Background: an optimization exercise with open tools, aiming at small area. Do not read the settings as production practice. Only the layout flow was run in this run; the RTL was not checked for function there. Power and IR drop assume default switching activity.

--- flow/design.v ---
package mips_pkg;
  typedef enum logic [1:0] {
    IDLE = 2'd0,
    LOAD = 2'd1,
    RUN  = 2'd2
  } state_t;
  localparam logic [31:0] NOP_INSTR  = 32'h0000_0000;
  localparam int          WORD_SHIFT = 2;
endpackage
module ifm_hold #(
  parameter int W = 32
) (
  input  logic [W-1:0] q,
  input  logic [W-1:0] d,
  input  logic         we,
  input  logic         nwe,
  output logic [W-1:0] y
);
  assign y = (q | {W{we}}) & (d | {W{nwe}});
endmodule
module ifm_rd3 #(
  parameter int W = 32
) (
  input  logic [W-1:0] a0,
  input  logic [W-1:0] a1,
  input  logic [W-1:0] a2,
  input  logic         s0,
  input  logic         s1,
  input  logic         s2,
  output logic [W-1:0] yn
);
  assign yn = ~((a0 & {W{s0}}) | (a1 & {W{s1}}) | (a2 & {W{s2}}));
endmodule
module ifm_rd1 #(
  parameter int W = 32
) (
  input  logic [W-1:0] a0,
  input  logic         s0,
  output logic [W-1:0] yn
);
  assign yn = ~(a0 & {W{s0}});
endmodule
module instr_fetch_mem #(
  parameter int DATA_WIDTH = 32,
  parameter int ADDR_WIDTH = 32,
  parameter int MEM_DEPTH  = 64
) (
  input  logic                  clk,
  input  logic                  rst,
  input  logic                  prog_en,
  input  logic                  run_en,
  input  logic                  load_we,
  input  logic [ADDR_WIDTH-1:0] load_addr,
  input  logic [DATA_WIDTH-1:0] load_data,
  output logic [15:0]           load_count,
  output logic                  load_err,
  input  logic                  fetch_req,
  input  logic [ADDR_WIDTH-1:0] fetch_addr,
  input  logic                  fetch_stall,
  output logic                  fetch_ready,
  output logic                  instr_valid,
  output logic [DATA_WIDTH-1:0] instr,
  output logic [ADDR_WIDTH-1:0] instr_addr,
  output logic                  fault_misal,
  output logic                  fault_range,
  output logic [1:0]            mode
);
  localparam int IDX_W = $clog2(MEM_DEPTH);
  localparam int TOP_B = IDX_W + mips_pkg::WORD_SHIFT;
  localparam int N3    = MEM_DEPTH / 3;
  localparam int NT    = N3 + MEM_DEPTH % 3;
  logic [1:0] state;
  logic       in_load, in_run;
  logic       l_ok, l_wr, l_drop, enter_load, rd_ok;
  logic [IDX_W-1:0] widx, ridx;
  assign in_load = state[0];
  assign in_run  = state[1];
  assign mode    = state;
  assign l_ok   = (load_addr[1:0] == 2'b00)
                & (load_addr[ADDR_WIDTH-1:TOP_B] == '0);
  assign l_wr   = in_load & load_we & l_ok;
  assign l_drop = in_load & load_we & !l_ok;
  assign enter_load = prog_en & !in_load;
  assign fetch_ready = in_run & !fetch_stall;
  assign fault_misal = (instr_addr[1:0] != 2'b00);
  assign fault_range = (instr_addr[ADDR_WIDTH-1:TOP_B] != '0);
  assign rd_ok       = !fault_misal & !fault_range;
  assign widx = load_addr[TOP_B-1:mips_pkg::WORD_SHIFT];
  assign ridx = instr_addr[TOP_B-1:mips_pkg::WORD_SHIFT];
  logic [DATA_WIDTH-1:0] mem    [MEM_DEPTH];
  logic [DATA_WIDTH-1:0] mem_nx [MEM_DEPTH];
  logic [MEM_DEPTH-1:0]  wsel, nwsel, rsel;
  logic [DATA_WIDTH-1:0] term_n [NT];
  always_comb begin
    for (int i = 0; i < MEM_DEPTH; i++) begin
      wsel[i]  = l_wr & (widx == IDX_W'(i));
      nwsel[i] = !wsel[i];
      rsel[i]  = rd_ok & (ridx == IDX_W'(i));
    end
  end
  for (genvar i = 0; i < MEM_DEPTH; i++) begin : g_word
    ifm_hold #(.W(DATA_WIDTH)) u_hold (
      .q  (mem[i]),
      .d  (load_data),
      .we (wsel[i]),
      .nwe(nwsel[i]),
      .y  (mem_nx[i])
    );
    always_ff @(posedge clk) mem[i] <= mem_nx[i];
  end
  for (genvar j = 0; j < N3; j++) begin : g_rd
    ifm_rd3 #(.W(DATA_WIDTH)) u_rd (
      .a0(mem[3*j]), .a1(mem[3*j+1]), .a2(mem[3*j+2]),
      .s0(rsel[3*j]), .s1(rsel[3*j+1]), .s2(rsel[3*j+2]),
      .yn(term_n[j])
    );
  end
  for (genvar j = 3 * N3; j < MEM_DEPTH; j++) begin : g_rd1
    ifm_rd1 #(.W(DATA_WIDTH)) u_rd (
      .a0(mem[j]), .s0(rsel[j]), .yn(term_n[N3 + j - 3 * N3])
    );
  end
  always_comb begin
    instr = '0;
    for (int j = 0; j < NT; j++) instr = instr | ~term_n[j];
  end
  always_ff @(posedge clk) begin
    if (rst) state <= 2'b00;
    else begin
      state[0] <= prog_en;
      state[1] <= !prog_en & !in_load & (in_run | run_en);
    end
  end
  always_ff @(posedge clk) begin
    if (rst || enter_load) begin
      load_count <= '0;
      load_err   <= 1'b0;
    end else begin
      if (l_wr && load_count != 16'hFFFF)
        load_count <= load_count + 16'd1;
      if (l_drop)
        load_err <= 1'b1;
    end
  end
  always_ff @(posedge clk) begin
    if (rst || !in_run || prog_en) instr_valid <= 1'b0;
    else if (!fetch_stall)         instr_valid <= fetch_req;
  end
  always_ff @(posedge clk) begin
    if (!fetch_stall) instr_addr <= fetch_addr;
  end
endmodule
--- flow/run.sh ---
#!/bin/bash
# synth_recipe.tcl (not shown) runs the flow's synth.tcl, then flattens the netlist and writes it again
# the make line also repeats each setting of config.mk as NAME=value (left out here)
make -C /OpenROAD-flow-scripts/flow DESIGN_CONFIG=/design/flow/config.mk WORK_HOME=/design/flow/orfs CLKGATE_MAP_FILE= SYNTH_SCRIPT=/design/flow/synth_recipe.tcl finish
--- flow/config.mk ---
export PLATFORM = sky130hd
export DESIGN_NAME = instr_fetch_mem
export DESIGN_NICKNAME = instr_fetch_mem
export VERILOG_FILES = /design/flow/design.v
export SDC_FILE = /design/flow/constraint.sdc
export NUM_CORES = 4
export LEC_CHECK = 0
export CAP_MARGIN = 20
export CORE_MARGIN = 2
export CORE_UTILIZATION = 50
export PLACE_DENSITY = 0.6
export SLEW_MARGIN = 20
export SYNTH_HIERARCHICAL = 1
--- flow/constraint.sdc ---
create_clock -name core_clock -period 8.0 [get_ports {clk}]
set_input_delay 1.6000 -clock core_clock [delete_from_list [all_inputs] [get_ports {clk}]]
set_output_delay 1.6000 -clock core_clock [all_outputs]
set_load 0.01 [all_outputs]
==> key figures <==
Status
  • Outcome: timing/DRC/antenna clean

Finish
  • P&R area growth vs syn: 11.9%
  • Util after Layout: 56.2%
  • Layout cells sized above 1: 43.5%
  • # diodes: 0
  • Fill count: 13139
  • Final #Nets: 6246
  • FF+latch area: 42400 um^2
  • Final Cell Area: 87500 um^2
  • Area of the multi-input gates: 31200 um^2

Yosys
  • Synth top area share: 53.0%
  • Async SR Flop Fraction: 0%
  • Ys flop type: dfxtp_1
  • Number of synthesized flops with an enable pin: 32
  • Yosys Warn Count: 11
  • Synth Instances: 6074
  • Most area-consuming cells after synthesis: dfxtp_1 (53%), o22a_2 (25%), a222oi_1 (8.6%)
  • Main combinational cell family by area after synthesis: compound AO/OA/AOI/OAI gates
  • Synth Register Bits: 2100
  • Seq/Total Area, Yosys: 54.2%
  • Mapped Area: 78200 um^2
  • Post-synthesis simple-gate area fraction: 4.15%
  • Largest area contributor in the netlist: dfxtp_1
  • Synth Area in XOR/XNOR: 0.0448%
  • Avg Synthesized Cell Area: 12.9 um^2
  • Synth Area in Adders: 0.0160%
  • Multiplexer share of the synthesized area: 0.0768%
  • Synth Area in Compound Gates: 34.8%
  • Yosys cell types: 52
  • Synth Net Count: 6178

Global routing
  • Largest net degree at the start of global routing: 65
  • Vias in the first global route: 56652
  • Initial antenna violation count: 10
  • Gr usage total: 35.9%
  • Remaining global-route overflow: 0
  • First-pass GRT wire length: 421000 um

STA
  • Fmax: 128 MHz
  • Final Cycle Share: 97.8%
  • Worst slew pin tran: 1330 ps
  • RSZ-0062 raised after global routing: false
  • Final setup fails: 0
  • Fin worst setup slack: 177 ps
  • Worst slew margin: 10.9%
  • Post-Route Setup TNS: 0 ps
  • Final Hold Fails: 0
  • Clock Skews: 34.7 ps
  • Final min period: 7820 ps
  • Final Max Slew Viols: 0

Setup path
  • CP max stage delay: 1120 ps
  • Worst Path Required: 6400 ps
  • Startpoint Class: register
  • Worst Path Arrival: 6220 ps
  • R2R cell count: 6
  • Crit Path Class: register to output port
  • Critical path, cell by cell: nor4_1, nand4_1, nor3_1, nand2_1, nor2_2, buf_4, a222oi_1, nand4_1, nor4_2, nand4_1, clkdlybuf4s50_1
  • Worst path slowest cell: a222oi_1
  • Most used cell, CP: nand4_1
  • CP Capture Type: output port
  • CP Max Fanout: 32

CTS
  • CTS Buf Count: 212
  • # H-tree levels: 4
  • Reg clk slew, reported paths: 60 ps
  • Post_cts resized: 0
  • # hold bufs at CTS: 0
  • Setup repair bufs after CTS: 0
  • Clk Latency, worst-skew pair: 840 ps
  • CTS tree: yes
  • Clk buf depth: 3
  • Root Driver: clkbuf_16
  • CTS sink count: 2100

Floorplanning
  • DIE HEIGHT: 399 um
  • I/O Pins: 190
  • Width of the die: 399 um
  • Rows: 145
  • Full die area: 159000 um^2
  • Core ar.: 156000 um^2
  • Starting Density: 50.2%

Routing
  • DR vias: 61839
  • WL/cell: 35.6 um
  • Initial DRC Count: 10550
  • Detailed-router iteration count before antenna repair: 12
  • ANT nets after route: 0
  • Routed Wire Length: 298000 um
  • Drt drc: 0
  • Vias per cell: 7.38

Placement
  • Worst slack, placed: 1380 ps
  • DP Area: 80000 um^2
  • PortBufs: 189
  • Routability Congestion: 0.923
  • Detailed placement HPWL: 181000 um

Pwr
  • Static Leak: 31.3 nW
  • VDD IR max: 0.226 mV
  • Pwr dens: 244 nW/um^2
  • Post-layout power: 21.3 mW

Run
  • Max-cap violation count: 0

Hold path
  • Hold Crit Depth: 2
  • HP Class: register to register
-- synthesized netlist by cell type, drive strengths merged (5+ instances only) --
cell type,instances
mux2i,6
clkbuf,25
inv,11
and4,40
o22a,2048
buf,584
and2,8
dfxtp,2068
nor4,50
nand4,179
nand2,130
nor2,145
a21oi,6
or3,5
edfxtp,32
a222oi,672
nor4b,5
nand2b,6
nor2b,6
-- worst max-delay path: cells and delay by family (launching register included) --
kind / cells / cell delay [ps]
buffers and inverters: 2 / 880
AND/OR/NAND/NOR: 8 / 2970
flip-flops: 1 / 350
AO/OA/AOI/OAI: 1 / 1120
-- final cells by class --
type | count | share of cell area, %
timing repair buffer | 463 | 4.51
clock inverter | 71 | 1.12
inverter | 11 | 0.0472
sequential | 2100 | 48.4
clock buffer | 318 | 7.27
tap | 2058 | 2.94
multi-input combinational | 3354 | 35.7
-- layout by cell type, fill, tap and decap left out, types with 40 or more instances in the layout --
cell and count:
a222oi_1 672, and4_1 40, buf_4 262, clkbuf_1 43
clkbuf_16 214, clkbuf_8 61, clkdlybuf4s50_1 157, dfxtp_1 2068
nand2_1 115, nand4_1 178, nor2_2 103, o22a_1 128
o22a_2 1920
-- flip-flops by register name, indices dropped and copies added (netlist names) --
name,flops
instr_addr,32
mem,2048
load_err,1
state,2
load_count,16
instr_valid,1
-- per-stage QoR --
stage	std cells	hold WS (ps)
floorplan	6074	434
global route	8375	481
CTS	8370	463
detailed placement	7981	453
global placement	7970	438
finish	8375	462
-- layer usage --
metal	global-route usage [%]	share of wire, %	vias up	wire, um
li1	-	-	25625	-
met2	53.7	43	3696	130000
met1	49.0	41	31870	121000
met5	0	0.016	-	48
met4	16.2	5.0	8	15000
met3	8.76	11	640	32800
-- where the power goes --
| part | switching [mW] | internal (mW) | total (mW) |
|---|---|---|---|
| clock network | 4.28 | 6.07 | 10.4 |
| registers | 0.0113 | 10.5 | 10.5 |
| logic | 0.343 | 0.127 | 0.470 |
| total | 4.64 | 16.7 | 21.3 |
-- cell families (layout without fill, tap and decap cells) --
kind of cell | after synthesis | count (layout)
compound gates | 2742 | 2742
xor+xnor | 4 | 4
fa+ha+maj | 1 | 1
buf+inv | 620 | 863
flops | 2100 | 2100
mux | 6 | 6
simple gates | 601 | 601
-- final timing paths --
check / slack, ps / start / endpoint
min reg2reg: 460 / load_err$_SDFFE_PP0P_ / load_err$_SDFFE_PP0P_
max reg2reg: 4030 / state[0]$_SDFF_PP0_ / mem[27][6]$_DFF_P_
max: 180 / instr_addr[28]$_DFFE_PN_ / instr[31]
min: 460 / load_err$_SDFFE_PP0P_ / load_err$_SDFFE_PP0P_

## static timing again, ports no longer ideal
No port has a modelled driver above. Below, the same layout with a new extraction and two added sets of constraints.
Step 1: set_driving_cell puts a clkbuf_16 on clk and a buf_2 on each other input, an assumption about the parent block.
Step 2 adds t to the input delays and takes it off the output delays; t is the mean of the earliest and latest rising clock arrival at the registers after step 1. Input paths then give back, and output paths get back, about the clock's delay inside the block.
Slacks: ideal / step 1 / step 2; pairs: ideal / step 1.
t (ns): 0.917
slack for setup (ns): 0.177 / 0.092 / 1.009
worst setup path after step 2: register to output
clock arrival spread, ns: 0.055 / 0.056
After both steps setup and hold are still met in this run. The setup slack of this run moves by -0.085 ns with the drivers and by +0.832 ns with both steps.
